Context: an optimization exercise on an open-source flow, tuned for small area, a short achievable clock period and few clock cycles per item. The choices shown serve that exercise and are no tape-out recipe.
RTL that was checked went through simulation tests only; none was proved equivalent to the original.
The RTL of run 1 was laid out without a check of its function.
Power figures rest on the tool's default switching activity, not on a simulated workload.

<file path="flow/flow/run.sh">
#!/bin/bash
# standard layout, with plain buf_1 cells as the port buffers instead of the
# default delay buffers; each step's own log is kept by ORFS under orfs/logs
set -euo pipefail
export BUFFER_PORTS_ARGS="-buffer_cell sky130_fd_sc_hd__buf_1"
bash standard.sh MATCH_CELL_FOOTPRINT=0 finish > standard_make.log 2>&1
</file>
<file path="flow/standard.sh">
#!/bin/bash
# synth_recipe.tcl (not shown) runs the flow's synth.tcl, then flattens the netlist and writes it again
# the make line also repeats each setting of config.mk as NAME=value (left out here)
make -C /OpenROAD-flow-scripts/flow DESIGN_CONFIG=/design/flow/config.mk WORK_HOME=/design/flow/orfs CLKGATE_MAP_FILE= SYNTH_SCRIPT=/design/flow/synth_recipe.tcl "${@:-finish}"
</file>
<file path="flow/config.mk">
export PLATFORM = sky130hd
export DESIGN_NAME = mem_ctrl_top
export DESIGN_NICKNAME = mem_ctrl_top
export VERILOG_FILES = /design/flow/design.v
export SDC_FILE = /design/flow/constraint.sdc
export NUM_CORES = 4
export LEC_CHECK = 0
export ABC_AREA = 1
export CAP_MARGIN = 20
export CORE_MARGIN = 2
export CORE_UTILIZATION = 40
export SETUP_SLACK_MARGIN = 2.0
export SLEW_MARGIN = 20
export TNS_END_PERCENT = 0
</file>
<file path="flow/constraint.sdc">
create_clock -name core_clock -period 4.0 [get_ports {clk}]
set_input_delay 0.8000 -clock core_clock [delete_from_list [all_inputs] [get_ports {clk}]]
set_output_delay 0.8000 -clock core_clock [all_outputs]
set_load 0.01 [all_outputs]
</file>
<file path="flow/design.v">
package mem_ctrl_pkg;
	localparam int AWID  = 32;        
	localparam int DWID  = 64;        
	localparam int TID_W = 4;         
	localparam int SEL_W = DWID / 8;  
	typedef enum logic [1:0] {
		FN_LOAD   = 2'd0,   
		FN_LOADZ  = 2'd1,   
		FN_STORE  = 2'd2,
		FN_SETSEG = 2'd3    
	} mem_func_e;
	typedef enum logic [1:0] {
		SZ_B = 2'd0,   
		SZ_W = 2'd1,   
		SZ_T = 2'd2,   
		SZ_O = 2'd3    
	} mem_size_e;
	typedef enum logic [7:0] {
		FLT_NONE = 8'h00,
		FLT_SGB  = 8'h31   
	} fault_e;
	typedef struct packed {
		logic [AWID-1:0] base;
		logic [AWID-1:0] limit;
	} seg_desc_t;
	typedef union packed {
		logic [DWID-1:0] sdat;
		seg_desc_t       desc;
	} req_payload_u;
	typedef struct packed {
		logic [TID_W-1:0] tid;
		mem_func_e        func;
		mem_size_e        size;
		logic [AWID-1:0]  adr;       
		req_payload_u     payload;
	} mem_req_t;
	typedef struct packed {
		logic [TID_W-1:0] tid;
		fault_e           cause;
		logic [DWID-1:0]  res;
		logic [AWID-1:0]  bad_addr;
	} mem_resp_t;
	typedef struct packed {
		logic             cyc;
		logic             stb;
		logic             we;
		logic [SEL_W-1:0] sel;
		logic [AWID-1:0]  adr;
		logic [DWID-1:0]  dat;
	} bus_req_t;
endpackage
`timescale 1ns/1ps
module load_align (
	input  logic [mem_ctrl_pkg::DWID-1:0] rdata_i,
	input  logic [2:0]                    lane_i,
	input  mem_ctrl_pkg::mem_size_e       size_i,
	input  logic                          zext_i,
	output logic [mem_ctrl_pkg::DWID-1:0] res_o
);
	logic [7:0]  b0;
	logic [7:0]  b1;
	logic [15:0] b23;
	logic        fill;
	assign b0  = rdata_i[{lane_i, 3'b000} +: 8];
	assign b1  = rdata_i[{lane_i[2:1], 4'b1000} +: 8];
	assign b23 = rdata_i[{lane_i[2], 5'b10000} +: 16];
	always_comb begin
		case (size_i)
		mem_ctrl_pkg::SZ_B: fill = b0[7] & ~zext_i;
		mem_ctrl_pkg::SZ_W: fill = b1[7] & ~zext_i;
		default:            fill = b23[15] & ~zext_i;
		endcase
		case (size_i)
		mem_ctrl_pkg::SZ_B: res_o = {{56{fill}}, b0};
		mem_ctrl_pkg::SZ_W: res_o = {{48{fill}}, b1, b0};
		mem_ctrl_pkg::SZ_T: res_o = {{32{fill}}, b23, b1, b0};
		default:            res_o = {rdata_i[63:32], b23, b1, b0};
		endcase
	end
endmodule
`timescale 1ns/1ps
module ks_add32 (
	input  logic [31:0] a_i,
	input  logic [31:0] b_i,
	output logic [31:0] s_o
);
	logic [5:0][31:0] g;
	logic [5:0][31:0] p;
	assign g[0] = a_i & b_i;
	assign p[0] = a_i ^ b_i;
	for (genvar l = 1; l < 6; l++) begin : g_lvl
		localparam int D = 1 << (l - 1);
		for (genvar i = 0; i < 32; i++) begin : g_bit
			if (i >= D) begin : g_op
				assign g[l][i] = g[l-1][i] | (p[l-1][i] & g[l-1][i-D]);
				assign p[l][i] = p[l-1][i] & p[l-1][i-D];
			end else begin : g_pass
				assign g[l][i] = g[l-1][i];
				assign p[l][i] = p[l-1][i];
			end
		end
	end
	assign s_o = p[0] ^ {g[5][30:0], 1'b0};
endmodule
module ks_gt32 (
	input  logic [31:0] a_i,
	input  logic [31:0] b_i,
	output logic        gt_o
);
	logic [5:0][31:0] g;
	logic [5:0][31:0] e;
	assign g[0] = a_i & ~b_i;
	assign e[0] = ~(a_i ^ b_i);
	for (genvar l = 1; l < 6; l++) begin : g_lvl
		localparam int D = 1 << (l - 1);
		for (genvar i = 0; i < 32; i++) begin : g_bit
			if (i >= D) begin : g_op
				assign g[l][i] = g[l-1][i] | (e[l-1][i] & g[l-1][i-D]);
				assign e[l][i] = e[l-1][i] & e[l-1][i-D];
			end else begin : g_pass
				assign g[l][i] = g[l-1][i];
				assign e[l][i] = e[l-1][i];
			end
		end
	end
	assign gt_o = g[5][31];
endmodule
`timescale 1ns/1ps
module mem_ctrl_top #(
	parameter int REQ_DEPTH  = 4,
	parameter int RESP_DEPTH = 4
) (
	input  logic                          clk,
	input  logic                          rst,
	input  mem_ctrl_pkg::mem_req_t        req_i,
	input  logic                          req_wr_i,
	output logic                          req_full_o,
	output mem_ctrl_pkg::mem_resp_t       resp_o,
	output logic                          resp_valid_o,
	input  logic                          resp_rd_i,
	output mem_ctrl_pkg::bus_req_t        bus_o,
	input  logic                          ack_i,
	input  logic [mem_ctrl_pkg::DWID-1:0] dat_i
);
	logic [31:0] seg_base;
	logic [31:0] seg_limit;
	logic        st_v;       
	logic        st_cyc;     
	logic        st_ovf;     
	logic        st_rv;      
	logic        st_we;      
	logic [7:0]  st_sel;     
	logic        st_ld;      
	logic        st_zx;      
	logic        st_flt;     
	logic [1:0]  st_sz;
	logic [3:0]  st_tid;
	logic [31:0] st_adr;     
	logic [63:0] st_dat;     
	logic        r_v;
	logic        r_flt;
	logic [3:0]  r_tid;
	logic [63:0] r_res;
	logic [31:0] r_bad;
	logic rfree;
	logic leave;
	logic acc;
	logic ack;
	assign ack        = st_cyc & ack_i;
	assign rfree      = ~r_v | resp_rd_i;
	assign leave      = st_v & (~st_cyc | ack_i) & rfree;
	assign req_full_o = (st_cyc & ~ack_i) | (st_rv & ~resp_rd_i);
	assign acc        = req_wr_i & ~req_full_o;
	logic st_load;
	logic dat_hold;
	logic dat_catch;
	assign st_load   = ~req_full_o;
	assign dat_hold  = (st_we & ~ack_i) | (st_ovf & ~rfree);
	assign dat_catch = st_cyc & ~rfree;
	logic st_v_n;
	logic r_v_n;
	assign st_v_n = acc | (st_v & ~leave);
	assign r_v_n  = leave | (r_v & ~resp_rd_i);
	logic [1:0]  q_fn;
	logic [1:0]  q_sz;
	logic [31:0] q_adr;
	logic [63:0] q_pay;
	logic        q_set;
	logic        q_over;
	logic [31:0] q_reloc;
	logic [2:0]  q_lo;
	logic [63:0] q_rep;
	assign q_fn    = req_i.func;
	assign q_sz    = req_i.size;
	assign q_adr   = req_i.adr;
	assign q_pay   = req_i.payload;
	assign q_set   = (q_fn == mem_ctrl_pkg::FN_SETSEG);
	ks_gt32 u_over (
		.a_i  (q_adr),
		.b_i  (seg_limit),
		.gt_o (q_over)
	);
	ks_add32 u_reloc (
		.a_i (seg_base),
		.b_i (q_adr),
		.s_o (q_reloc)
	);
	always_comb begin
		case (q_sz)
		mem_ctrl_pkg::SZ_B: q_lo = 3'b000;
		mem_ctrl_pkg::SZ_W: q_lo = 3'b001;
		mem_ctrl_pkg::SZ_T: q_lo = 3'b011;
		default:            q_lo = 3'b111;
		endcase
	end
	always_comb begin
		for (int k = 0; k < 8; k++) begin
			case (q_sz)
			mem_ctrl_pkg::SZ_B: q_rep[8*k +: 8] = q_pay[7:0];
			mem_ctrl_pkg::SZ_W: q_rep[8*k +: 8] = q_pay[8*(k % 2) +: 8];
			mem_ctrl_pkg::SZ_T: q_rep[8*k +: 8] = q_pay[8*(k % 4) +: 8];
			default:            q_rep[8*k +: 8] = q_pay[8*k +: 8];
			endcase
		end
	end
	logic       q_bus;
	logic [2:0] q_lane;
	logic [7:0] q_sel;
	assign q_bus  = req_wr_i & ~q_set & ~q_over;
	assign q_lane = q_reloc[2:0] & ~q_lo;
	always_comb begin
		for (int k = 0; k < 8; k++)
			q_sel[k] = q_bus & ((q_sz == 2'd3)
				| ((k[2] == q_lane[2]) & ((q_sz == 2'd2)
				| ((k[1] == q_lane[1]) & ((q_sz == 2'd1)
				| (k[0] == q_lane[0]))))));
	end
	always_ff @(posedge clk) begin
		if (rst) begin
			seg_base  <= '0;
			seg_limit <= '1;
			st_v      <= 1'b0;
			st_cyc    <= 1'b0;
			st_ovf    <= 1'b0;
			st_rv     <= 1'b0;
			st_we     <= 1'b0;
			st_sel    <= '0;
			r_v       <= 1'b0;
		end else begin
			if (acc && q_set)
				{seg_base, seg_limit} <= q_pay;
			if (acc)
				st_cyc <= ~q_set & ~q_over;
			else if (ack_i)
				st_cyc <= 1'b0;
			if (st_load) begin
				st_we  <= q_bus & (q_fn == mem_ctrl_pkg::FN_STORE);
				st_sel <= q_sel;
			end else if (ack_i) begin
				st_we  <= 1'b0;
				st_sel <= '0;
			end
			st_v   <= st_v_n;
			r_v    <= r_v_n;
			st_rv  <= st_v_n & r_v_n;
			st_ovf <= ~rfree & (st_ovf | ack);
		end
	end
	always_ff @(posedge clk) begin
		if (st_load) begin
			st_tid <= req_i.tid;
			st_sz  <= q_sz;
			st_ld  <= ~q_fn[1] & ~q_over;
			st_zx  <= (q_fn == mem_ctrl_pkg::FN_LOADZ);
			st_flt <= ~q_set & q_over;
			st_adr <= q_over ? q_adr : {q_reloc[31:3], q_lane};
		end
		if (!dat_hold)
			st_dat <= dat_catch ? dat_i : q_rep;
	end
	logic [63:0] ld_res;
	load_align u_align (
		.rdata_i (st_ovf ? st_dat : dat_i),
		.lane_i  (st_adr[2:0]),
		.size_i  (mem_ctrl_pkg::mem_size_e'(st_sz)),
		.zext_i  (st_zx),
		.res_o   (ld_res)
	);
	always_ff @(posedge clk) begin
		if (rfree) begin
			r_tid <= st_tid;
			r_flt <= st_flt;
			r_res <= st_ld ? ld_res : '0;
			r_bad <= st_flt ? st_adr : '0;
		end
	end
	assign resp_valid_o    = r_v;
	assign resp_o.tid      = r_tid;
	assign resp_o.cause    = r_flt ? mem_ctrl_pkg::FLT_SGB : mem_ctrl_pkg::FLT_NONE;
	assign resp_o.res      = r_res;
	assign resp_o.bad_addr = r_bad;
	assign bus_o.cyc = st_cyc;
	assign bus_o.stb = st_cyc;
	assign bus_o.we  = st_we;
	assign bus_o.sel = st_sel;
	assign bus_o.adr = st_adr;
	assign bus_o.dat = st_dat;
endmodule
</file>
==> notes.md, run 1 <==
clock insertion delay at the later pin of the skew report=0.56 ns; clock transition at the registers of the reported paths=0.06 ns; setup ws final=1.75 ns; TritonCTS buffer count=34; CTS tree=built; core box area=0.0406 sq mm; worst hold-check path type=reg2reg; largest net degree at the start of global routing=96; root buffer cell=clkbuf_16; critical path's top delay family=multiplexers; top post-synthesis cells by area=edfxtp_1 38%, nand2_1 11%, dfxtp_1 9.5%; met1 wire length=29200 um; Worst VDD drop=0.294 mV; most common library cell in the layout ignoring fill and taps=nand2_1; met3 WL=6930 um; utilization after layout=0.511; Max Cap Viol=0; fin nets=2669; global-route wire length before repair=99200 um; DR WL met2=31800 um; Rows=74; die height=207 um; Post-Route WL=71100 um; initial drt markers=1551; CP Depth=6; register area share after synthesis=0.472; uppermost routed layer=met5; Worst-Margin Slew=0.773 ns; layout cells sized above 1=0.140; CP Launch Point=st_ovf; period utilisation layout=0.561; FMAX=445 MHz; syn avg cell area=8.08 sq um; gr usage total=0.321; routed vias/inst=5.54; Worst path slowest cell=mux2i_1; warnings from Yosys=2; grt total ovfl=0; Pwr per Cell Area=434 mW/mm^2; Worst Skew=0.0313 ns; Layout Cells excl Fill=2986; crit path time final=2.25 ns; DRC=0; worst hold start=st_tid[3]; DPL Wire Length=54000 um; wire per inst=23.8 um; io pins=390; Worst setup EP type=flip-flop; H-tree depth=2; drt pass-1 iters=6; Buf+Inv Stages, Crit Path=2; Setup WS pre-CTS=0.466 ns; Die Area=0.0427 sq mm; initial antenna violation count=9; post-synthesis async set-or-reset flop share=0; GPL Wtd Cong=0.988; Worst EP arrival=2.49 ns; worst r2r src=st_ovf; PortBufs=384; Hold-fix buffers, CTS=0; Antenna Nets Post-Route=0; Finish-stage setup viols=0; CP peak stage delay=0.53 ns; Inst Count DP=2864; Reg2Reg Depth=6; cell mode on critical path=buf_4; clock tree buffer depth=3; starting density of the core=0.404; number of global-route vias before repair=15.4k; count of pins over their slew limit=0; Final Hold Fails=0; Yosys top cell area share=0.377; status=timing/DRC/antenna clean; cell taking the most area after synthesis=edfxtp_1; Die W=207 um; critical path type=reg2reg; Post-synth EDFFs=206; P_leak=8.97 nW; clock sink count=284; hold path cells=0; Post-Syn Area=0.0164 sq mm; crit path max fanout=13; via count=16.6k; crit-path cells=buf_4, buf_4, mux2i_1, nand2_1, o211ai_1, a21oi_1; #FFs+latches synth=284; Area Growth Syn to Fin=26.5%; hold_ws=0.420 ns; most frequent cells in the layout=474 x nand2_1, 367 x buf_1, 206 x edfxtp_1; post-synthesis instance total=2032; Worst setup SP type=flip-flop; Worst Path Required=4.24 ns; synth unique cells=46; Slew HR=0.484; commonest register cell after synthesis=edfxtp_1; RSZ-0062 raised after global routing=yes; Tot Pwr=0.00901 W
final timing paths:
kind	end	slack (ns)
worst max register to register	r_res[21]	1.75
worst min-delay path	r_tid[3]	0.42
worst min register to register	r_tid[3]	0.42
worst max-delay path	r_res[21]	1.75
per-stage QoR:
| stage | instance area, sq um | TNS, ns |
|---|---|---|
| 2_1_floorplan | 16400 | -3.39 |
| 3_3_place_gp | 18200 | 0 |
| 3_5_place_dp | 18200 | 0 |
| 4_1_cts | 20000 | 0 |
| 5_1_grt | 20800 | 0 |
| 6_report | 20800 | 0 |
sequential cells by signal, summed over array words and instances, names as in the netlist, 2 cells and up:
register / count
r_res: 64
st_dat: 64
r_bad: 32
seg_base: 32
seg_limit: 32
st_adr: 32
st_sel: 8
r_tid: 4
st_tid: 4
st_sz: 2
layer usage:
layer  GRT usage  up-vias
li1            -     7683
met1       0.428     7776
met2       0.502      937
met3      0.0741      152
met4       0.134        2
met5           0        -
report_power, final:
| part | leakage [nW] | total, W | internal [W] | switching, W |
|---|---|---|---|---|
| registers | 2.93 | 0.00378 | 0.00357 | 0.000207 |
| clock network | 0.529 | 0.00311 | 0.00180 | 0.00132 |
| logic | 5.51 | 0.00212 | 0.000678 | 0.00144 |
| total | 8.97 | 0.00901 | 0.00605 | 0.00296 |
what timing repair did:
action                     in CTS  in global routing
setup endpoints to repair     355                375
pin swaps                      14                 28
cloned                          8                  5
buffers inserted               32                 14
resized for setup             121                145
logic make-up after synthesis:
logic type / synth area share
AO/OA/AOI/OAI: 0.174
XOR/XNOR: 0.00747
adder cells (fa/ha/maj): 0.0531
buffers and inverters: 0.0873
flip-flops: 0.472
multiplexers: 0.00732
other: 0.000229
AND/OR/NAND/NOR: 0.199
cell usage after synthesis, drive strengths merged (2+ instances only):
| cell | count |
|---|---|
| a21o | 2 |
| a21oi | 170 |
| a31oi | 27 |
| buf | 52 |
| clkbuf | 68 |
| dfxtp | 78 |
| edfxtp | 206 |
| ha | 68 |
| inv | 224 |
| mux2i | 12 |
| nand2 | 501 |
| nand3 | 95 |
| nand4 | 18 |
| nor2 | 158 |
| nor3 | 14 |
| nor4 | 2 |
| o211ai | 51 |
| o21a | 3 |
| o21ai | 241 |
| o21bai | 3 |
| o221ai | 7 |
| o22ai | 6 |
| or2 | 5 |
| xnor2 | 13 |
worst register-to-register path: cells and delay by family, from the launching register on:
family,cells,cell delay [ns]
muxes,1,0.53
DFF,1,0.50
buffers and inverters,2,0.44
AOI/OAI and AO/OA,2,0.27
and+or+nand+nor,1,0.18
cell type report:
cell class	count	area, sq um
antenna	4	10.0
clock buffer	48	991
clock inverter	11	91.3
fill	4036	19900
inverter	225	896
multi-input combinational	1410	7980
sequential	284	7760
tap	532	666
timing repair buffer	469	2360
timing repair inverter	3	17.5
==> run 2: changes to the inputs <==
--- a/flow/design.v
+++ b/flow/design.v
@@ -52,30 +52,46 @@
 `timescale 1ns/1ps
 module load_align (
 	input  logic [mem_ctrl_pkg::DWID-1:0] rdata_i,
-	input  logic [2:0]                    lane_i,
+	input  logic [7:0]                    lane_oh_i,
 	input  mem_ctrl_pkg::mem_size_e       size_i,
 	input  logic                          zext_i,
 	output logic [mem_ctrl_pkg::DWID-1:0] res_o
 );
+	logic        sz_b;
+	logic        sz_w;
+	logic        sz_t;
+	logic        sz_o;
+	logic [7:0]  sgn_sel;    
 	logic [7:0]  b0;
 	logic [7:0]  b1;
 	logic [15:0] b23;
+	logic [31:0] b47;
 	logic        fill;
-	assign b0  = rdata_i[{lane_i, 3'b000} +: 8];
-	assign b1  = rdata_i[{lane_i[2:1], 4'b1000} +: 8];
-	assign b23 = rdata_i[{lane_i[2], 5'b10000} +: 16];
+	assign sz_b = (size_i == mem_ctrl_pkg::SZ_B);
+	assign sz_w = (size_i == mem_ctrl_pkg::SZ_W);
+	assign sz_t = (size_i == mem_ctrl_pkg::SZ_T);
+	assign sz_o = (size_i == mem_ctrl_pkg::SZ_O);
 	always_comb begin
-		case (size_i)
-		mem_ctrl_pkg::SZ_B: fill = b0[7] & ~zext_i;
-		mem_ctrl_pkg::SZ_W: fill = b1[7] & ~zext_i;
-		default:            fill = b23[15] & ~zext_i;
-		endcase
-		case (size_i)
-		mem_ctrl_pkg::SZ_B: res_o = {{56{fill}}, b0};
-		mem_ctrl_pkg::SZ_W: res_o = {{48{fill}}, b1, b0};
-		mem_ctrl_pkg::SZ_T: res_o = {{32{fill}}, b23, b1, b0};
-		default:            res_o = {rdata_i[63:32], b23, b1, b0};
-		endcase
+		b0 = '0;
+		for (int k = 0; k < 8; k++)
+			b0 |= {8{lane_oh_i[k]}} & rdata_i[8*k +: 8];
+		b1 = '0;
+		for (int j = 0; j < 4; j++)
+			b1 |= {8{lane_oh_i[2*j] & ~sz_b}} & rdata_i[16*j + 8 +: 8];
+		b23 = ({16{lane_oh_i[0] & (sz_t | sz_o)}} & rdata_i[31:16])
+		    | ({16{lane_oh_i[4] & sz_t}} & rdata_i[63:48]);
+		b47 = {32{lane_oh_i[0] & sz_o}} & rdata_i[63:32];
+		for (int k = 0; k < 8; k++)
+			sgn_sel[k] = ~zext_i & ((sz_b & lane_oh_i[k])
+				| (sz_w & (k % 2 == 1) & lane_oh_i[k - k % 2])
+				| (sz_t & (k % 4 == 3) & lane_oh_i[k - k % 4]));
+		fill = 1'b0;
+		for (int k = 0; k < 8; k++)
+			fill |= sgn_sel[k] & rdata_i[8*k + 7];
+		res_o = {b47 | {32{fill}},
+		         b23 | {16{fill & (sz_b | sz_w)}},
+		         b1  | {8{fill & sz_b}},
+		         b0};
 	end
 endmodule
 `timescale 1ns/1ps
@@ -150,7 +166,7 @@
 	logic        st_rv;      
 	logic        st_we;      
 	logic [7:0]  st_sel;     
-	logic        st_ld;      
+	logic [7:0]  st_loh;     
 	logic        st_zx;      
 	logic        st_flt;     
 	logic [1:0]  st_sz;
@@ -270,7 +286,7 @@
 		if (st_load) begin
 			st_tid <= req_i.tid;
 			st_sz  <= q_sz;
-			st_ld  <= ~q_fn[1] & ~q_over;
+			st_loh <= {8{q_bus & ~q_fn[1]}} & (8'd1 << q_lane);
 			st_zx  <= (q_fn == mem_ctrl_pkg::FN_LOADZ);
 			st_flt <= ~q_set & q_over;
 			st_adr <= q_over ? q_adr : {q_reloc[31:3], q_lane};
@@ -280,17 +296,17 @@
 	end
 	logic [63:0] ld_res;
 	load_align u_align (
-		.rdata_i (st_ovf ? st_dat : dat_i),
-		.lane_i  (st_adr[2:0]),
-		.size_i  (mem_ctrl_pkg::mem_size_e'(st_sz)),
-		.zext_i  (st_zx),
-		.res_o   (ld_res)
+		.rdata_i   (st_ovf ? st_dat : dat_i),
+		.lane_oh_i (st_loh),
+		.size_i    (mem_ctrl_pkg::mem_size_e'(st_sz)),
+		.zext_i    (st_zx),
+		.res_o     (ld_res)
 	);
 	always_ff @(posedge clk) begin
 		if (rfree) begin
 			r_tid <= st_tid;
 			r_flt <= st_flt;
-			r_res <= st_ld ? ld_res : '0;
+			r_res <= ld_res;
 			r_bad <= st_flt ? st_adr : '0;
 		end
 	end
==> run 2 against run 1 <==
Worst setup slack got worse by 0.011 ns. Utilization down 0.77 points. Clock-buffer cell count up 1. Via count down 7.0%. Register-to-register slack barely moved. Sequential cell count grew 7. Critical endpoint is now r_res[31]. Largest cell class is now flip-flops and latches.
==> notes.md, run 2 <==
status=timing/DRC/antenna clean; mux share of post-synthesis cell area=0.0150 (+0.00771); Worst-Margin Slew=0.996 ns (+0.223 ns); Commonest cells post-synth=368 x nand2_1, 252 x o21ai_0, 213 x edfxtp_1; PortBufs=384 (unchanged); commonest register cell after synthesis=edfxtp_1; root buffer cell=clkbuf_16; clock tree buffer depth=3 (unchanged); io pins=390 (unchanged); Buf+Inv Stages, Crit Path=3 (+1); Worst setup SP type=flip-flop; Yosys top cell area share=0.400 (+0.0233); Psw=0.00272 W (-8.1%); Hold-fix buffers, CTS=0 (unchanged); period utilisation layout=0.564 (+0.00280); hold path cells=0 (unchanged); CP peak stage delay=0.41 ns (-0.12 ns); Antenna Nets Post-Route=0 (unchanged); top post-synthesis cells by area=edfxtp_1 40%, dfxtp_1 9.8%, nand2_1 8.6%; combinational share of power=0.195 (-0.040); P_leak=8.52 nW (-5.0%); wire per inst=23.4 um (-1.5%); clock transition at the registers of the reported paths=0.06 ns (about the same); Die W=204 um (-1.3%); count leader, synth=nand2_1; Layout Cells excl Fill=2804 (-6.1%); simple-gate share of the synthesized area=0.169 (-0.0299); ANT cells=0 (-4); DPL Wire Length=50600 um (-6.2%); layout cells sized above 1=0.114 (-0.0263); clock insertion delay at the later pin of the skew report=0.55 ns (about the same); clock sink count=291 (+2.5%); critical path's top delay family=simple AND/OR/NAND/NOR gates; Finish-stage setup viols=0 (unchanged); #FFs+latches synth=291 (+2.5%); Worst VDD drop=0.221 mV (-25%); crit path max fanout=8 (-5); initial drt markers=1503 (-3.1%); Final Hold Fails=0 (unchanged); count of pins over their slew limit=0 (unchanged); gr usage total=0.306 (-0.0153); Worst Skew=0.0168 ns (-0.0145 ns); hold_ws=0.419 ns (-0.000192 ns); Post-synth EDFFs=213 (+3.4%); routed vias/inst=5.49 (-0.99%); drt pass-1 iters=5 (-1); main combinational cell family by area after synthesis=compound AO/OA/AOI/OAI gates; initial antenna violation count=3 (-6); Synth Area in Adders=0.0545 (+0.00143); CTS tree=built; Post-Syn Area=0.0160 sq mm (-2.6%); die height=204 um (-1.3%); cell taking the most area after synthesis=edfxtp_1; cell mode on critical path=buf_6; post-synthesis instance total=1868 (-8.1%); post-synthesis async set-or-reset flop share=0 (unchanged); core box area=0.0395 sq mm (-2.7%); H-tree depth=2 (unchanged); crit path time final=2.26 ns (+0.0112 ns); fillers=3979 (-1.4%); most frequent cells in the layout=369 x buf_1, 354 x nand2_1, 233 x o21ai_0; Die Area=0.0416 sq mm (-2.6%); fin nets=2495 (-6.5%); Pint=0.00617 W (+2.0%); largest net degree at the start of global routing=66 (-31%); Rows=73 (-1.4%); Max Cap Viol=0 (unchanged); register area share after synthesis=0.498 (+0.0259); Inst Count DP=2710 (-5.4%); Worst setup EP type=flip-flop; most common library cell in the layout ignoring fill and taps=buf_1; FMAX=443 MHz (-0.50%); Synth Area in Compound Gates=0.175 (+0.000770); switch share=0.306 (-0.0226); grt total ovfl=0 (unchanged); Area Growth Syn to Fin=24.5%; critical path type=reg2reg; leading registers by flop count=r_res (64), st_dat (64); Slew HR=0.336 (-0.148); TritonCTS buffer count=36 (+5.9%); DRC=0 (unchanged); worst hold-check path type=reg2reg; Seq pwr share=0.436 (+0.017); crit-path cells=buf_8, or2_0, o21ai_2, o22ai_2, nor3_4, o21ai_4, buf_6, buf_6, nand3b_4, nand3_2; via count=15.4k (-7.0%); global-route wire length before repair=93500 um (-5.7%); Post-Synth XOR/XNOR Area=0.0104 (+0.00294); Post-Route WL=65700 um (-7.5%); CP Depth=10 (+4); Worst path slowest cell=dfxtp_4; synth unique cells=52 (+13%); warnings from Yosys=2 (unchanged); GPL Wtd Cong=0.941 (-4.7%); Worst EP arrival=2.54 ns (+0.05 ns); clock share of power=0.369 (+0.023); starting density of the core=0.404 (about the same); number of global-route vias before repair=14.6k (-5.2%); syn avg cell area=8.55 sq um (+5.9%); Worst Path Required=4.28 ns (+0.04 ns); Reg2Reg Depth=10 (+4); RSZ-0062 raised after global routing=yes; Pwr per Cell Area=447 mW/mm^2 (+3.0%)
-- run 2: cell type report --
cell class | count | area [sq um] | share of cell area
Clock buffer | 49 | 1000 | 0.0504
Clock inverter | 15 | 153 | 0.00767
Inverter | 207 | 811 | 0.0407
Multi-Input combinational cell | 1284 | 7370 | 0.371
Sequential cell | 291 | 7970 | 0.400
Tap cell | 525 | 657 | 0.0330
Timing Repair Buffer | 433 | 1940 | 0.0973
-- run 2: layer usage --
| layer | vias to the layer above | part of all wire | global-route usage |
|---|---|---|---|
| li1 | 7169 | - | - |
| met3 | 111 | 0.075 | 0.0528 |
| met2 | 637 | 0.46 | 0.494 |
| met4 | 4 | 0.029 | 0.0910 |
| met1 | 7466 | 0.43 | 0.419 |
| met5 | - | 0.00038 | 0 |
-- run 2: per-stage QoR --
stage	power, W	util	cell area (sq um)	setup TNS, ns	worst slack (ns)
2_1_floorplan	0.00476	-	16000	-5.06	-0.0791
3_3_place_gp	0.00549	0.450	17800	0	0.486
3_5_place_dp	0.00549	0.450	17800	0	0.487
4_1_cts	0.00883	0.491	19400	0	1.82
5_1_grt	0.00922	0.503	19900	0	1.69
6_report	0.00889	0.503	19900	0	1.74
-- run 2: what timing repair did --
action / CTS / global route
pin swaps: 13 / 13
resized for setup: 114 / 86
gates cloned: 2 / 2
buffers inserted: 13 / 13
endpoints found under the setup margin: 270 / 228
-- run 2: kinds of logic after synthesis --
family,count (synthesis)
AND/OR/NAND/NOR,664
AO/OA/AOI/OAI,501
buffers and inverters,299
flip-flops,291
adder cells (fa/ha/maj),69
multiplexers,24
XOR/XNOR,19
other,1
-- run 2: power by group through the flow --
stage	logic, W	clock network, W	registers [W]
6_report	0.00173	0.00328	0.00387
5_1_grt	0.00189	0.00343	0.00390
4_1_cts	0.00164	0.00331	0.00388
3_5_place_dp	0.00156	0	0.00394
3_3_place_gp	0.00156	0	0.00393
2_1_floorplan	0.000726	0	0.00403
-- run 2: path summary, 6_finish.rpt --
kind / start / to / slack, ns
worst max-delay path: st_ovf / r_res[31] / 1.74
worst min-delay path: st_tid[0] / r_tid[0] / 0.42
worst max register to register: st_ovf / r_res[31] / 1.74
worst min register to register: st_tid[0] / r_tid[0] / 0.42
Testbench counts of run 2, summed over its fixed seeds: cycles 10,823, items 3,200.
==> run 3: changes to the inputs <==
--- a/flow/config.mk
+++ b/flow/config.mk
@@ -11,4 +11,4 @@
 export CORE_UTILIZATION = 40
 export SETUP_SLACK_MARGIN = 2.0
 export SLEW_MARGIN = 20
-export TNS_END_PERCENT = 0
+export TNS_END_PERCENT = 10
==> run 3 against run 2 <==
Still clean on timing, DRC and antenna. Final area is 0.79% higher. Combinational power barely moved. Non-clock buffer count grew 4. Global-route usage up 0.36 points. Largest cell class unchanged. Highest routed layer unchanged.
==> notes.md, run 3 <==
period utilisation layout=0.555 (-0.00890); io pins=390 (unchanged); Reg2Reg Depth=4 (-6); wire per inst=23.6 um (+0.60%); crit path time final=2.22 ns (-0.0356 ns); TritonCTS buffer count=36 (unchanged); global-route wire length before repair=94500 um (+1.0%); clock tree buffer depth=3 (unchanged); PortBufs=384 (unchanged); Final Hold Fails=0 (unchanged); Hold-fix buffers, CTS=0 (unchanged); Area Growth Syn to Fin=25.5%; core box area=0.0395 sq mm (unchanged); Die Area=0.0416 sq mm (unchanged); count leader, synth=nand2_1; status=timing/DRC/antenna clean; area of the multi-input gates=0.00747 sq mm (+1.3%); layout cells sized above 1=0.124 (+0.00982); Layout Cells excl Fill=2810 (+0.21%); Post-synth EDFFs=213 (unchanged); top post-synthesis cells by area=edfxtp_1 40%, dfxtp_1 9.8%, nand2_1 8.6%; crit path max fanout=9 (+1); routed vias/inst=5.49 (about the same); register area share after synthesis=0.498 (unchanged); count of pins over their slew limit=0 (unchanged); drt pass-1 iters=6 (+1); most frequent cells in the layout=364 x buf_1, 351 x nand2_1, 230 x o21ai_0; utilization after layout=0.507 (+0.00395); largest net degree at the start of global routing=66 (unchanged); critical path type=reg2reg; cell taking the most area after synthesis=edfxtp_1; Seq. cell area=0.00797 sq mm (unchanged); Commonest cells post-synth=368 x nand2_1, 252 x o21ai_0, 213 x edfxtp_1; RSZ-0062 raised after global routing=yes; syn avg cell area=8.55 sq um (unchanged); Post-Route WL=66300 um (+0.81%); post-synthesis async set-or-reset flop share=0 (unchanged); fillers=3977 (-0.050%); fin nets=2500 (+0.20%); GPL Wtd Cong=0.941 (unchanged); die height=204 um (unchanged); Post-Syn Area=0.0160 sq mm (unchanged); Antenna Nets Post-Route=0 (unchanged); most common library cell in the layout ignoring fill and taps=buf_1; post-synthesis instance total=1868 (unchanged); Yosys top cell area share=0.400 (unchanged); Slew HR=0.333 (-0.00286); initial drt markers=1438 (-4.3%); hold path cells=0 (unchanged); FMAX=450 MHz (+1.6%); commonest register cell after synthesis=edfxtp_1; Worst Path Required=4.28 ns (about the same); synth unique cells=52 (unchanged); Max Cap Viol=0 (unchanged); Worst-Margin Slew=1.00 ns (+0.00430 ns); Inst Count DP=2710 (unchanged); H-tree depth=2 (unchanged); clock transition at the registers of the reported paths=0.06 ns (about the same); clock insertion delay at the later pin of the skew report=0.55 ns (about the same); Finish-stage setup viols=0 (unchanged); P_leak=8.53 nW (+0.10%); Worst Skew=0.0137 ns (-0.00311 ns); warnings from Yosys=2 (unchanged); Worst setup SP type=flip-flop; initial antenna violation count=3 (unchanged); Worst setup EP type=flip-flop; Rows=73 (unchanged); number of global-route vias before repair=14.7k (+0.60%); worst hold-check path type=reg2reg; gr usage total=0.309 (+0.00362); CTS tree=built; grt total ovfl=0 (unchanged); #FFs+latches synth=291 (unchanged); DRC=0 (unchanged); via count=15.4k (+0.26%); clock sink count=291 (unchanged); Worst VDD drop=0.221 mV (-0.32%); R2R Setup Slk=1.78 ns (+0.04 ns); Worst EP arrival=2.50 ns (-0.04 ns); root buffer cell=clkbuf_16; starting density of the core=0.404 (unchanged); Pwr per Cell Area=445 mW/mm^2 (-0.44%); leading registers by flop count=r_res (64), st_dat (64); DPL Wire Length=50600 um (unchanged); Die W=204 um (unchanged)
==> run 3: cell counts after synthesis <==
No cell type changed its count.
==> run 3: routing by layer <==
layer / vias to the layer above / global-route usage / routed length, um
li1: 7181 / - / -
met1: 7464 / 0.425 / 28500
met2: 666 / 0.499 / 30800
met3: 114 / 0.0548 / 4990
met4: 2 / 0.0892 / 1910
met5: - / 0 / 11
==> run 3: cells by family (layout without fill, tap and decap cells) <==
kind of cell | after synthesis | count (layout) | share of synthesized area
compound gates | 501 | 501 | 0.175
other cells | 1 | 6 | 0.000235
xor+xnor | 19 | 19 | 0.0104
fa+ha+maj | 69 | 69 | 0.0545
flops | 291 | 291 | 0.498
mux | 24 | 24 | 0.0150
simple gates | 664 | 667 | 0.169
buf+inv | 299 | 708 | 0.0785
==> run 3: critical path, cell delays in order, from the launching register on <==
cell	delay, ns
dfxtp_4	0.47
buf_6	0.19
mux2i_1	0.60
o22ai_1	0.15
or4_4	0.55
==> run 3: per-stage QoR <==
stage          area, sq um  total power [W]  setup slack [ns]  setup TNS (ns)  hold slack [ns]
2_1_floorplan        16000          0.00476           -0.0791           -5.06            0.400
6_report             20100          0.00892              1.78               0            0.419
3_3_place_gp         17800          0.00549             0.486               0            0.401
3_5_place_dp         17800          0.00549             0.487               0            0.406
4_1_cts              19600          0.00887              1.82               0            0.408
5_1_grt              20100          0.00925              1.72               0            0.413
==> run 3: path summary, 6_finish.rpt <==
kind              startpoint       end
hold / removal     st_tid[0]  r_tid[0]
setup / recovery      st_ovf  r_res[1]
setup reg to reg      st_ovf  r_res[1]
hold reg to reg    st_tid[0]  r_tid[0]
==> run 3: what timing repair did <==
| action | 4_1_cts | 5_1_grt |
|---|---|---|
| setup endpoints to repair | 270 | 228 |
| setup buffers | 23 | 6 |
| resized for setup | 134 | 94 |
| cloned | 4 | 2 |
| pin swaps | 23 | 12 |
==> run 3: area by class of cell <==
| class | count | share of cell area |
|---|---|---|
| Antenna cell | 1 | 0.000125 |
| Clock buffer | 49 | 0.0500 |
| Clock inverter | 15 | 0.00761 |
| Inverter | 207 | 0.0409 |
| Multi-Input combinational cell | 1285 | 0.372 |
| Sequential cell | 291 | 0.397 |
| Tap cell | 525 | 0.0328 |
| Timing Repair Buffer | 437 | 0.0991 |
==> run 3: report_power, final <==
part | switching (W) | internal [W] | total (W)
registers | 0.000200 | 0.00368 | 0.00388
logic | 0.00120 | 0.000560 | 0.00176
clock network | 0.00133 | 0.00195 | 0.00328
==> run 4: changes to the inputs <==
--- a/flow/config.mk
+++ b/flow/config.mk
@@ -8,7 +8,8 @@
 export ABC_AREA = 1
 export CAP_MARGIN = 20
 export CORE_MARGIN = 2
-export CORE_UTILIZATION = 40
+export CORE_UTILIZATION = 55
+export PLACE_DENSITY = 0.65
 export SETUP_SLACK_MARGIN = 2.0
 export SLEW_MARGIN = 20
-export TNS_END_PERCENT = 10
+export TNS_END_PERCENT = 0
==> run 4 against run 3 <==
Still clean on timing, DRC and antenna. Sequential share of layout area rose by 0.61 points. Critical path depth did not move. Sequential power barely moved. Die area fell by 27%. First-iteration DRC count rose by 48%. Global-route usage rose by 8.5 points. Synthesized area did not move. Final area fell by 1.5%. Total power fell by 4.7%. Non-clock buffer count rose by 8. Combinational power barely moved. Largest power group unchanged.
==> notes.md, run 4 <==
status=timing/DRC/antenna clean; count of pins over their slew limit=0 (unchanged); PortBufs=384 (unchanged); hold path cells=1 (+1); count leader, synth=nand2_1; DRC=0 (unchanged); GPL Wtd Cong=0.965 (+2.5%); worst hold start=req_i[101]; Antenna Nets Post-Route=0 (unchanged); wire per inst=23.6 um (about the same); TritonCTS buffer count=31 (-14%); number of global-route vias before repair=14.9k (+1.6%); critical path type=reg2reg; Max Cap Viol=0 (unchanged); Finish-stage setup viols=0 (unchanged); Final Hold Fails=0 (unchanged); crit path time final=2.21 ns (-0.00598 ns); global-route wire length before repair=90300 um (-4.4%); P_leak=8.46 nW (-0.71%); via count=16.2k (+4.8%); crit path max fanout=16 (+7); RSZ-0062 raised after global routing=yes; clock insertion delay at the later pin of the skew report=0.58 ns (+0.03 ns); register area share after synthesis=0.498 (unchanged); Pwr per Cell Area=431 mW/mm^2 (-3.2%); root buffer cell=clkbuf_16; Worst setup SP type=flip-flop; initial drt markers=2123 (+48%); H-tree depth=1 (-1); Rows=62 (-15%); leading registers by flop count=r_res (64), st_dat (64); drt pass-1 iters=6 (unchanged); Yosys top cell area share=0.400 (unchanged); post-synthesis instance total=1868 (unchanged); grt total ovfl=0 (unchanged); starting density of the core=0.558 (+0.154); top post-synthesis cells by area=edfxtp_1 40%, dfxtp_1 9.8%, nand2_1 8.6%; FMAX=451 MHz (+0.27%); layout cells sized above 1=0.119 (-0.00536); Area Growth Syn to Fin=23.6%; Worst Skew=0.0132 ns (-0.000552 ns); clock sink count=291 (unchanged); Worst VDD drop=0.316 mV (+43%); warnings from Yosys=2 (unchanged); initial antenna violation count=2 (-1); most common library cell in the layout ignoring fill and taps=buf_1; Worst setup EP type=flip-flop; Hold Path Sink=st_tid[1]; Worst EP arrival=2.52 ns (+0.02 ns); clock tree buffer depth=3 (unchanged); synth unique cells=52 (unchanged); Worst Path Required=4.31 ns (+0.03 ns); most frequent cells in the layout=367 x buf_1, 354 x nand2_1, 232 x o21ai_0; reg-to-reg endpoint=r_res[1]; Post-synth EDFFs=213 (unchanged); core box area=0.0286 sq mm (-28%); worst hold-check path type=in2reg; post-synthesis async set-or-reset flop share=0 (unchanged); gr usage total=0.395 (+0.0854); die height=174 um (-14%); Commonest cells post-synth=368 x nand2_1, 252 x o21ai_0, 213 x edfxtp_1; clock transition at the registers of the reported paths=0.07 ns (about the same); syn avg cell area=8.55 sq um (unchanged); fin nets=2504 (+0.16%); Post-Route WL=62900 um (-5.0%); setup TNS=0 ns (unchanged); R2R Setup Slk=1.79 ns (about the same); Slew HR=0.307 (-0.0257); CTS tree=built; Reg2Reg Depth=4 (unchanged); Post-Syn Area=0.0160 sq mm (unchanged); DPL Wire Length=46300 um (-8.4%); period utilisation layout=0.554 (-0.00150); Die Area=0.0304 sq mm (-27%); #FFs+latches synth=291 (unchanged); commonest register cell after synthesis=edfxtp_1; largest net degree at the start of global routing=96 (+45%); Die W=174 um (-14%); Worst-Margin Slew=1.04 ns (+0.0374 ns); routed vias/inst=6.05 (+10%); cell taking the most area after synthesis=edfxtp_1; io pins=390 (unchanged); hold_ws=0.396 ns (-0.0237 ns); worst r2r src=st_ovf
run 4: cell types whose count changed in the layout (fill, tap and decap cells not counted), sizes merged:
cell | previous run | this run
nand2 | 371 | 372
inv | 200 | 199
clkinv | 12 | 20
buf | 418 | 428
clkbuf | 68 | 52
run 4: worst max path at each step:
| stage | start | end | depth (start not counted) |
|---|---|---|---|
| after floorplan | resp_rd_i | st_dat[0] | 4 |
| after global placement | req_i[64] | st_sel[6] | 11 |
| after detailed placement | req_i[64] | st_sel[6] | 11 |
| after CTS | st_cyc | req_full_o | 5 |
| after global routing | req_i[94] | st_adr[22] | 11 |
| final | st_ovf | r_res[1] | 4 |
run 4: area by class of cell:
type                            count  area [sq um]
Antenna cell                        1          2.50
Clock buffer                       35           801
Clock inverter                     22           184
Fill cell                        2355          8880
Inverter                          207           812
Multi-Input combinational cell   1286          7450
Sequential cell                   291          7960
Tap cell                          384           480
Timing Repair Buffer              445          2050
run 4: critical path: stages (launching register included):
cell     delay (ns)
dfxtp_4        0.40
buf_16         0.20
mux2i_1        0.72
o22ai_1        0.13
or4_1          0.49
run 4: cells by family after synthesis:
family / synth area share
other cells: 0.000235
mux: 0.0150
compound gates: 0.175
fa+ha+maj: 0.0545
buf+inv: 0.0785
flops: 0.498
xor+xnor: 0.0104
simple gates: 0.169
run 4: report_power, final:
| group | internal (W) | leakage [nW] | switching, W |
|---|---|---|---|
| clock network | 0.00162 | 0.475 | 0.00125 |
| logic | 0.000568 | 4.97 | 0.00121 |
| registers | 0.00367 | 3.02 | 0.000185 |
run 4: repair_timing:
action,4_1_cts,5_1_grt
setup buffers,29,9
pin swaps,16,22
cloned,5,1
endpoints found under the setup margin,325,329
hold buffers,0,0
gates resized for setup,93,105
run 4: metal layers:
layer	vias to the layer above	track usage	share of wire	wire [um]
met5	-	0	0.00021	13
met4	2	0.153	0.042	2660
met3	185	0.0868	0.13	7990
met2	1190	0.610	0.44	27700
met1	7595	0.544	0.39	24600
li1	7200	-	-	-
run 4: metrics by stage:
step           instance area, sq um  power [W]   util  instances  worst slack [ns]
2_1_floorplan                 16000    0.00476      -       1872           -0.0791
3_3_place_gp                  17600    0.00542  0.616       2569             0.641
3_5_place_dp                  17600    0.00545  0.616       2569             0.662
4_1_cts                       19200    0.00836  0.672       2660              1.85
5_1_grt                       19700    0.00875  0.690       2670              1.73
6_report                      19700    0.00850  0.690       2671              1.79
==> run 5: changes to the inputs <==
--- a/flow/config.mk
+++ b/flow/config.mk
@@ -8,8 +8,8 @@
 export ABC_AREA = 1
 export CAP_MARGIN = 20
 export CORE_MARGIN = 2
-export CORE_UTILIZATION = 55
-export PLACE_DENSITY = 0.65
+export CORE_UTILIZATION = 40
+export CTS_BUF_LIST = sky130_fd_sc_hd__clkbuf_8 sky130_fd_sc_hd__clkbuf_4
 export SETUP_SLACK_MARGIN = 2.0
 export SLEW_MARGIN = 20
 export TNS_END_PERCENT = 0
==> run 5 against run 4 <==
Combinational power fell by 6%. Die area increased by 37%. Synthesized area unchanged. Cell count rose by 6.0%. Non-clock buffer count shrank 18. Highest routed layer unchanged.
==> notes.md, run 5 <==
number of global-route vias before repair=14.6k (-2.1%); Worst setup SP type=primary input; period utilisation layout=0.569 (+0.0149); Area after DPL=0.0178 sq mm (+0.86%); RSZ-0062 raised after global routing=yes; utilization after layout=0.492 (-0.198); warnings from Yosys=2 (unchanged); clock sink count=291 (unchanged); Yosys top cell area share=0.400 (unchanged); most frequent cells in the layout=380 x buf_1, 359 x nand2_1, 244 x o21ai_0; crit-path cells=buf_1, ha_1, clkinvlp_4, o21ai_0, o221ai_1, nand2_1; critical path's top delay family=compound AO/OA/AOI/OAI gates; drt pass-1 iters=6 (unchanged); io pins=390 (unchanged); leading registers by flop count=r_res (64), st_dat (64); Post-synth EDFFs=213 (unchanged); Worst EP arrival=2.78 ns (+0.26 ns); Commonest cells post-synth=368 x nand2_1, 252 x o21ai_0, 213 x edfxtp_1; crit path max fanout=16 (unchanged); Max Cap Viol=0 (unchanged); global-route wire length before repair=92800 um (+2.7%); ANT cells=0 (-1); DRC=0 (unchanged); TritonCTS buffer count=52 (+68%); CTS tree=built; Worst path slowest cell=o21ai_0; hold path cells=1 (unchanged); Setup WS pre-CTS=0.487 ns (-0.175 ns); worst hold-check path type=in2reg; Rows=73 (+18%); die height=204 um (+17%); final instance area=0.0195 sq mm (-1.4%); setup TNS=0 ns (unchanged); grt total ovfl=0 (unchanged); reg-to-reg endpoint=st_adr[28]; Final Hold Fails=0 (unchanged); Hold Path Sink=st_tid[0]; gr usage total=0.302 (-0.0924); register area share after synthesis=0.498 (unchanged); clock tree buffer depth=3 (unchanged); Reg2Reg Depth=12 (+8); wire per inst=23.1 um (-2.0%); CP peak stage delay=0.55 ns (-0.17 ns); Post-Syn Area=0.0160 sq mm (unchanged); status=timing/DRC/antenna clean; Die W=204 um (+17%); #FFs+latches synth=291 (unchanged); hold_ws=0.349 ns (-0.0464 ns); crit path time final=2.27 ns (+0.0597 ns); critical path type=in2reg; Die Area=0.0416 sq mm (+37%); initial drt markers=1330 (-37%); core box area=0.0395 sq mm (+38%); Slew HR=0.343 (+0.0354); post-synthesis instance total=1868 (unchanged); Worst setup EP type=flip-flop; syn avg cell area=8.55 sq um (unchanged); Worst-Margin Slew=0.986 ns (-0.0520 ns); Area Growth Syn to Fin=21.8%; Worst Skew=0.0207 ns (+0.00748 ns); P_leak=8.40 nW (-0.72%); Hold-fix buffers, CTS=0 (unchanged); post-synthesis async set-or-reset flop share=0 (unchanged); initial antenna violation count=2 (unchanged); count of pins over their slew limit=0 (unchanged); clock insertion delay at the later pin of the skew report=0.65 ns (+0.07 ns); clock transition at the registers of the reported paths=0.06 ns (about the same); Post-Route WL=65400 um (+4.0%); cell taking the most area after synthesis=edfxtp_1; largest net degree at the start of global routing=66 (-31%); setup ws final=1.73 ns (-0.0597 ns); routed vias/inst=5.47 (-9.7%); commonest register cell after synthesis=edfxtp_1; Buf+Inv Stages, Crit Path=2 (+1); count leader, synth=nand2_1; starting density of the core=0.404 (-0.154); Finish-stage setup viols=0 (unchanged); top post-synthesis cells by area=edfxtp_1 40%, dfxtp_1 9.8%, nand2_1 8.6%; root buffer cell=clkbuf_8; GPL Wtd Cong=0.941 (-2.5%); Antenna Nets Post-Route=0 (unchanged); PortBufs=384 (unchanged); Worst VDD drop=0.206 mV (-35%); R2R Setup Slk=1.76 ns (-0.03 ns); fin nets=2505 (+0.040%); Pwr per Cell Area=435 mW/mm^2 (+0.89%); worst hold start=req_i[100]; Worst Path Required=4.50 ns (+0.19 ns); synth unique cells=52 (unchanged); layout cells sized above 1=0.101 (-0.0171); worst r2r src=seg_base[0]; via count=15.5k (-4.2%); H-tree depth=2 (+1); most common library cell in the layout ignoring fill and taps=buf_1; DPL Wire Length=50600 um (+9.2%); FMAX=440 MHz (-2.6%)
[run 5: layout make-up]
cell class / count / area (sq um)
fill: 4039 / 20100
sequential: 291 / 7970
multi-input combinational: 1284 / 7140
timing repair buffer: 427 / 1830
clock buffer: 76 / 915
inverter: 207 / 808
tap: 525 / 657
clock inverter: 22 / 150
[run 5: cells by family after synthesis]
logic type	count (synthesis)	synth area share
and+or+nand+nor	664	0.169
AOI/OAI and AO/OA	501	0.175
xor gates and xnor gates	19	0.0104
muxes	24	0.0150
adders and majority gates	69	0.0545
DFF	291	0.498
other	1	0.000235
buffers and inverters	299	0.0785
[run 5: timing repair]
item                                    4_1_cts  5_1_grt
gates cloned                                  0        3
endpoints found under the setup margin      367      376
gates resized for setup                      49       66
pin swaps                                     6       14
setup buffers                                12        9
[run 5: power breakdown]
group / switching (W) / internal [W]
Sequential: 0.000200 / 0.00368
Combinational: 0.00116 / 0.000509
Clock: 0.00131 / 0.00160
[run 5: routing by layer]
layer | up-vias | routed length, um | global-route usage
met2 | 707 | 30300 | 0.490
met1 | 7476 | 28400 | 0.414
met5 | - | 9 | 0
met3 | 101 | 5060 | 0.0537
li1 | 7202 | - | -
met4 | 2 | 1690 | 0.0855
[run 5: worst max path at each step]
stage                      from    endpoint  slack, ns  depth (start not counted)
finish                req_i[96]  st_dat[58]       1.73                          6
global route        seg_base[0]  st_adr[28]       1.69                         12
CTS                      st_cyc  req_full_o       1.77                          5
global placement      req_i[64]   st_sel[6]       0.49                         11
floorplan             resp_rd_i   st_dat[0]      -0.08                          4
detailed placement    req_i[64]   st_sel[2]       0.49                         11
[run 5: through the flow]
stage,power (W),cells
2_1_floorplan,0.00476,1872
3_3_place_gp,0.00549,2710
3_5_place_dp,0.00549,2710
4_1_cts,0.00844,2820
5_1_grt,0.00881,2832
6_report,0.00846,2832
==> run 6: changes to the inputs <==
--- a/flow/config.mk
+++ b/flow/config.mk
@@ -9,7 +9,8 @@
 export CAP_MARGIN = 20
 export CORE_MARGIN = 2
 export CORE_UTILIZATION = 40
-export CTS_BUF_LIST = sky130_fd_sc_hd__clkbuf_8 sky130_fd_sc_hd__clkbuf_4
+export CTS_CLUSTER_DIAMETER = 60
+export CTS_CLUSTER_SIZE = 24
 export SETUP_SLACK_MARGIN = 2.0
 export SLEW_MARGIN = 20
 export TNS_END_PERCENT = 0
==> run 6 against run 5 <==
Clock skew down 0.0010 ns. Critical path depth is 1 higher. Global-route usage grew 0.054 points. First-iteration DRC count rose by 1.1%. Critical path type unchanged. Worst setup slack gained 0.035 ns. Combinational power barely moved. Still clean.
==> notes.md, run 6 <==
most frequent cells in the layout=375 x buf_1, 359 x nand2_1, 238 x o21ai_0; Tot Pwr=0.00853 W (+0.82%); Hold Path Sink=st_tid[0]; syn avg cell area=8.55 sq um (unchanged); most common library cell in the layout ignoring fill and taps=buf_1; uppermost routed layer=met5; critical path type=in2reg; Commonest cells post-synth=368 x nand2_1, 252 x o21ai_0, 213 x edfxtp_1; grt total ovfl=0 (unchanged); core box area=0.0395 sq mm (unchanged); DPL Wire Length=50600 um (unchanged); DR WL met2=30300 um (+0.16%); Seq. cell area=0.00797 sq mm (unchanged); area of the multi-input gates=0.00725 sq mm (+1.6%); Worst setup SP type=primary input; Worst Path Required=4.32 ns (-0.18 ns); initial antenna violation count=5 (+3); layout cells sized above 1=0.0998 (-0.00161); routed vias/inst=5.48 (+0.17%); Worst VDD drop=0.302 mV (+46%); via count=15.3k (-1.2%); die height=204 um (unchanged); wire per inst=23.3 um (+0.99%); clock sink count=291 (unchanged); Rows=73 (unchanged); period utilisation layout=0.560 (-0.00872); Yosys top cell area share=0.400 (unchanged); cell taking the most area after synthesis=edfxtp_1; clock insertion delay at the later pin of the skew report=0.60 ns (-0.05 ns); TritonCTS buffer count=30 (-42%); Die Area=0.0416 sq mm (unchanged); Reg2Reg Depth=4 (-8); root buffer cell=clkbuf_16; io pins=390 (unchanged); Worst setup EP type=flip-flop; final instance area=0.0196 sq mm (+0.55%); worst r2r src=st_ovf; post-synthesis instance total=1868 (unchanged); count leader, synth=nand2_1; hold path cells=1 (unchanged); status=timing/DRC/antenna clean; fillers=4022 (-0.42%); GPL Wtd Cong=0.941 (unchanged); crit path max fanout=49 (+33); global-route wire length before repair=93300 um (+0.60%); met1 wire length=28100 um (-1.0%); starting density of the core=0.404 (unchanged); clock tree buffer depth=3 (unchanged); leading registers by flop count=r_res (64), st_dat (64); synth unique cells=52 (unchanged); Worst-Margin Slew=0.987 ns (+0.00149 ns); Post-Route WL=65100 um (-0.44%); initial drt markers=1345 (+1.1%); Max Cap Viol=0 (unchanged); reg-to-reg endpoint=r_res[1]; clock transition at the registers of the reported paths=0.07 ns (about the same); #FFs+latches synth=291 (unchanged); Post-synth EDFFs=213 (unchanged); worst hold start=req_i[100]; gr usage total=0.303 (+0.000539); fin nets=2482 (-0.92%); warnings from Yosys=2 (unchanged); Die W=204 um (unchanged); CTS tree=built; DRC=0 (unchanged); Finish-stage setup viols=0 (unchanged); R2R Setup Slk=1.76 ns (about the same); post-synthesis async set-or-reset flop share=0 (unchanged); Post-Syn Area=0.0160 sq mm (unchanged); PortBufs=384 (unchanged); Area Growth Syn to Fin=22.5%; register area share after synthesis=0.498 (unchanged); CP peak stage delay=0.45 ns (-0.10 ns); Pwr per Cell Area=436 mW/mm^2 (+0.26%); crit-path cells=buf_1, ha_2, inv_2, buf_4, nand2_1, o221ai_1, nand2_1; Worst path slowest cell=o221ai_1; crit path time final=2.24 ns (-0.0349 ns); number of global-route vias before repair=14.6k (-0.53%); Slew HR=0.342 (-0.000993); Antenna Nets Post-Route=0 (unchanged); top post-synthesis cells by area=edfxtp_1 40%, dfxtp_1 9.8%, nand2_1 8.6%; Area after DPL=0.0178 sq mm (unchanged); critical path's top delay family=buffers and inverters; count of pins over their slew limit=0 (unchanged); worst hold-check path type=in2reg; commonest register cell after synthesis=edfxtp_1; setup ws final=1.76 ns (+0.0349 ns); Setup WS pre-CTS=0.487 ns (unchanged); drt pass-1 iters=5 (-1); cell mode on critical path=nand2_1; Worst EP arrival=2.56 ns (-0.22 ns); Final Hold Fails=0 (unchanged); RSZ-0062 raised after global routing=yes; largest net degree at the start of global routing=66 (unchanged); Worst Skew=0.0196 ns (-0.00104 ns); met3 WL=5070 um (+0.28%); P_leak=8.37 nW (-0.41%); FMAX=446 MHz (+1.6%); Buf+Inv Stages, Crit Path=3 (+1); H-tree depth=1 (-1)
-- run 6: layer usage --
metal,GRT usage,vias to the layer above
met2,0.492,658
met3,0.0470,90
met1,0.419,7384
met5,0,-
met4,0.0839,4
li1,-,7159
-- run 6: layout make-up --
class,instances,share of cell area
antenna,3,0.000384
tap,525,0.0336
multi-input combinational,1284,0.370
timing repair buffer,426,0.0949
inverter,207,0.0411
clock buffer,36,0.0433
sequential,291,0.407
clock inverter,20,0.00933
-- run 6: cells by family after synthesis --
| kind of cell | Yosys count | share of synthesized area |
|---|---|---|
| AND/OR/NAND/NOR | 664 | 0.169 |
| AO/OA/AOI/OAI | 501 | 0.175 |
| buffers and inverters | 299 | 0.0785 |
| flip-flops | 291 | 0.498 |
| adder cells (fa/ha/maj) | 69 | 0.0545 |
| multiplexers | 24 | 0.0150 |
| XOR/XNOR | 19 | 0.0104 |
| other | 1 | 0.000235 |
-- run 6: timing repair --
| action | 4_1_cts | 5_1_grt |
|---|---|---|
| setup buffers | 12 | 7 |
| setup endpoints to repair | 288 | 314 |
| resized for setup | 89 | 64 |
| pin swaps | 11 | 11 |
| gates cloned | 3 | 1 |
| hold buffers | 0 | 0 |
-- run 6: report_power, final --
part	internal, W	total (W)	switching [W]
clock	0.00157	0.00295	0.00138
combinational	0.000526	0.00170	0.00118
sequential	0.00367	0.00387	0.000201
-- run 6: worst max-delay path by stage --
stage / endpoint / cells past startpoint / from / slack [ns]
6_report: st_dat[58] / 7 / req_i[96] / 1.76
4_1_cts: req_full_o / 5 / st_cyc / 1.81
5_1_grt: st_adr[28] / 11 / req_i[82] / 1.71
3_5_place_dp: st_sel[2] / 11 / req_i[64] / 0.49
3_3_place_gp: st_sel[6] / 11 / req_i[64] / 0.49
2_1_floorplan: st_dat[0] / 4 / resp_rd_i / -0.08
-- run 6: worst register-to-register path: cells and delay by family, from the launching register on --
| family | cells | cell delay (ns) |
|---|---|---|
| simple gates | 1 | 0.50 |
| mux | 1 | 0.47 |
| buf+inv | 1 | 0.34 |
| flops | 1 | 0.45 |
| compound gates | 1 | 0.21 |
-- run 6: per-stage QoR --
stage	TNS [ns]	instances	hold WS (ns)	utilization
after floorplan	-5.06	1872	0.400	-
after global placement	0	2710	0.401	0.450
after detailed placement	0	2710	0.406	0.450
after CTS	0	2781	0.373	0.486
after global routing	0	2789	0.377	0.495
final	0	2792	0.393	0.495
==> run 7: changes to the inputs <==
--- a/flow/config.mk
+++ b/flow/config.mk
@@ -9,8 +9,8 @@
 export CAP_MARGIN = 20
 export CORE_MARGIN = 2
 export CORE_UTILIZATION = 40
-export CTS_CLUSTER_DIAMETER = 60
-export CTS_CLUSTER_SIZE = 24
+export CTS_CLUSTER_DIAMETER = 90
+export CTS_CLUSTER_SIZE = 36
 export SETUP_SLACK_MARGIN = 2.0
 export SLEW_MARGIN = 20
 export TNS_END_PERCENT = 0
==> run 7 against run 6 <==
Largest cell class unchanged. Combinational power about the same. Largest power group unchanged. Critical path type is now reg2reg. Still clean on timing, DRC and antenna. Global-route usage decreased by 0.18 points. Worst setup slack improved by 0.0081 ns.
==> notes.md, run 7 <==
crit path max fanout=5 (-90%); P_leak=8.13 nW (-2.8%); Area Growth Syn to Fin=19.5%; worst r2r src=st_ovf; #FFs+latches synth=291 (unchanged); Antenna Nets Post-Route=0 (unchanged); Final Hold Fails=0 (unchanged); hold_ws=0.426 ns (+0.0334 ns); Hold-fix buffers, CTS=0 (unchanged); clock sink count=291 (unchanged); cell taking the most area after synthesis=edfxtp_1; die height=204 um (unchanged); worst hold-check path type=in2reg; utilization after layout=0.483 (-0.0122); fin nets=2467 (-0.60%); count of pins over their slew limit=0 (unchanged); Die W=204 um (unchanged); Pwr per Cell Area=399 mW/mm^2 (-8.4%); Setup WS pre-CTS=0.487 ns (unchanged); most common library cell in the layout ignoring fill and taps=buf_1; Tot Pwr=0.00762 W (-11%); root buffer cell=clkbuf_16; Post-synth EDFFs=213 (unchanged); reg-to-reg endpoint=r_res[3]; Post-Synth XOR/XNOR Area=0.0104 (unchanged); Worst EP arrival=2.53 ns (-0.03 ns); leading registers by flop count=r_res (64), st_dat (64); via count=15.2k (-0.33%); io pins=390 (unchanged); setup TNS=0 ns (unchanged); crit path time final=2.23 ns (-0.00808 ns); clock insertion delay at the later pin of the skew report=0.56 ns (-0.04 ns); most frequent cells in the layout=371 x buf_1, 359 x nand2_1, 237 x o21ai_0; wire per inst=23.6 um (+1.0%); simple-gate share of the synthesized area=0.169 (unchanged); Worst-Margin Slew=0.996 ns (+0.00922 ns); initial antenna violation count=3 (-2); routed vias/inst=5.52 (+0.79%); post-synthesis instance total=1868 (unchanged); Worst setup EP type=flip-flop; warnings from Yosys=2 (unchanged); initial drt markers=1470 (+9.3%); H-tree depth=1 (unchanged); Reg2Reg Depth=5 (+1); TritonCTS buffer count=16 (-47%); R2R Setup Slk=1.77 ns (about the same); main combinational cell family by area after synthesis=compound AO/OA/AOI/OAI gates; M3 GR Usage=0.0432 (-0.00383); Slew HR=0.336 (-0.00615); commonest register cell after synthesis=edfxtp_1; DPL Wire Length=50600 um (unchanged); register area share after synthesis=0.498 (unchanged); Worst setup SP type=flip-flop; largest net degree at the start of global routing=66 (unchanged); global-route wire length before repair=92600 um (-0.81%); Worst Path Required=4.30 ns (-0.02 ns); mux share of post-synthesis cell area=0.0150 (unchanged); Yosys top cell area share=0.400 (unchanged); number of global-route vias before repair=14.4k (-1.2%); drt pass-1 iters=5 (unchanged); Max Cap Viol=0 (unchanged); Worst VDD drop=0.299 mV (-0.82%); starting density of the core=0.404 (unchanged); count leader, synth=nand2_1; clock transition at the registers of the reported paths=0.11 ns (+0.04 ns); FMAX=448 MHz (+0.36%); DRC=0 (unchanged); status=timing/DRC/antenna clean; busiest metal layer after global routing=met2; gr usage total=0.301 (-0.00183); Die Area=0.0416 sq mm (unchanged); grt total ovfl=0 (unchanged); Post-Route WL=65100 um (-0.11%); post-synthesis async set-or-reset flop share=0 (unchanged); Commonest cells post-synth=368 x nand2_1, 252 x o21ai_0, 213 x edfxtp_1; CP Launch Point=st_ovf; syn avg cell area=8.55 sq um (unchanged); period utilisation layout=0.558 (-0.00202); Synth Area in Compound Gates=0.175 (unchanged); Rows=73 (unchanged); core box area=0.0395 sq mm (unchanged); Finish-stage setup viols=0 (unchanged); critical path type=reg2reg; layout cells sized above 1=0.0890 (-0.0108); Worst Skew=0.0324 ns (+0.0128 ns); CTS tree=built; met1 Use GR=0.416 (-0.00317); setup ws final=1.77 ns (+0.00808 ns); met2 global-route usage=0.496 (+0.00413); PortBufs=384 (unchanged); clock tree buffer depth=3 (unchanged); Synth Area in Adders=0.0545 (unchanged); GPL Wtd Cong=0.941 (unchanged); RSZ-0062 raised after global routing=yes; top post-synthesis cells by area=edfxtp_1 40%, dfxtp_1 9.8%, nand2_1 8.6%; Post-Syn Area=0.0160 sq mm (unchanged); synth unique cells=52 (unchanged); CP endpoint=r_res[3]
run 7: changes by cell type in the layout (fill, tap and decap cells not counted), sizes merged:
cell,delta
bufinv,+1
buf,-4
diode,-2
clkbuf,-14
clkinv,-1
clkinvlp,-1
inv,-10
run 7: power by group:
group	total [W]	internal, W	leakage, nW	switching, W
Combinational	0.00170	0.000524	4.83	0.00117
Sequential	0.00387	0.00367	3.02	0.000199
Clock	0.00206	0.000904	0.283	0.00115
Total	0.00762	0.00509	8.13	0.00252
run 7: cell type report:
cell class | count | area, sq um
fillers | 4074 | 20500
repair buffers | 425 | 1850
clock buffers | 19 | 454
flip-flops and latches | 291 | 7970
diodes | 1 | 2.50
well taps | 525 | 657
inverters | 207 | 805
clock inverters | 9 | 123
multi-input cells | 1284 | 7240
run 7: worst min-delay path by stage:
| stage | startpoint | endpoint | cells after the start |
|---|---|---|---|
| after floorplan | st_tid[0] | r_tid[0] | 0 |
| after global placement | st_tid[0] | r_tid[0] | 0 |
| after detailed placement | st_tid[3] | r_tid[3] | 0 |
| after CTS | req_i[100] | st_tid[0] | 1 |
| after global routing | req_i[100] | st_tid[0] | 1 |
| final | req_i[100] | st_tid[0] | 1 |
run 7: timing repair:
action,CTS,global route
gates resized for setup,103,50
setup endpoints to repair,268,269
gates cloned,2,2
pin swaps,12,10
setup buffers,13,5
endpoints found under the hold margin,0,0
run 7: routing by layer:
metal  up-vias  share of wire
li1       7088              -
met1      7402           0.43
met2       674           0.47
met3        79          0.079
met4         2          0.023
met5         -        0.00017
run 7: kinds of logic (layout without fill, tap and decap cells):
kind of cell / Yosys count / in the layout
XOR/XNOR: 19 / 19
flip-flops: 291 / 291
buffers and inverters: 299 / 660
multiplexers: 24 / 24
AND/OR/NAND/NOR: 664 / 666
adder cells (fa/ha/maj): 69 / 69
AO/OA/AOI/OAI: 501 / 501
other: 1 / 6
run 7: critical path, stage by stage (launching register included):
cell and delay (ns):
dfxtp_4 0.46, buf_4 0.17, buf_4 0.15, mux2i_1 0.58
o22ai_1 0.14, or4_1 0.49
run 7: per-stage QoR:
step | cell area (sq um) | instances
final | 19100 | 2761
after global routing | 19100 | 2761
after CTS | 18800 | 2753
after detailed placement | 17800 | 2710
after global placement | 17800 | 2710
after floorplan | 16000 | 1872

-- separate check: timing with driven ports --
In the flow no input, the clock included, has a driving cell. The finished layouts below were timed again as built, in two steps. Step 1 (the two cells are an assumption about what drives the block):
set clk [get_ports {clk}]
set_driving_cell -lib_cell sky130_fd_sc_hd__clkbuf_16 $clk
set_driving_cell -lib_cell sky130_fd_sc_hd__buf_2 [delete_from_list [all_inputs] $clk]
Step 2, shift: input delay + t, output delay - t, t = (earliest + latest rising clock arrival at the registers) / 2. This alone moves slack from input paths to output paths. a / b / c = no drivers / after step 1 / after step 2; a / b = the first two.
| run | t (ns) | setup WS [ns] | worst setup path after step 2 | clock arrival spread, ns | worst data-port slew with drivers (ns) |
|---|---|---|---|---|---|
| run 1 | 0.604 | 1.755 / 1.751 / 1.199 | input to register | 0.032 / 0.032 | 0.10 |
| run 2 | 0.595 | 1.744 / 1.744 / 1.196 | input to register | 0.018 / 0.017 | 0.11 |
| run 3 | 0.598 | 1.779 / 1.779 / 1.214 | input to register | 0.014 / 0.014 | 0.11 |
| run 4 | 0.623 | 1.785 / 1.756 / 1.176 | input to register | 0.016 / 0.016 | 0.11 |
| run 5 | 0.683 | 1.725 / 1.713 / 1.030 | input to register | 0.032 / 0.032 | 0.11 |
| run 6 | 0.647 | 1.760 / 1.752 / 1.104 | input to register | 0.020 / 0.019 | 0.11 |
| run 7 | 0.601 | 1.768 / 1.768 / 1.206 | input to register | 0.033 / 0.032 | 0.11 |
After both steps every run listed still meets setup and hold. The setup slack of run 5, which loses most, moves by -0.012 ns with the drivers and by -0.695 ns with both steps.
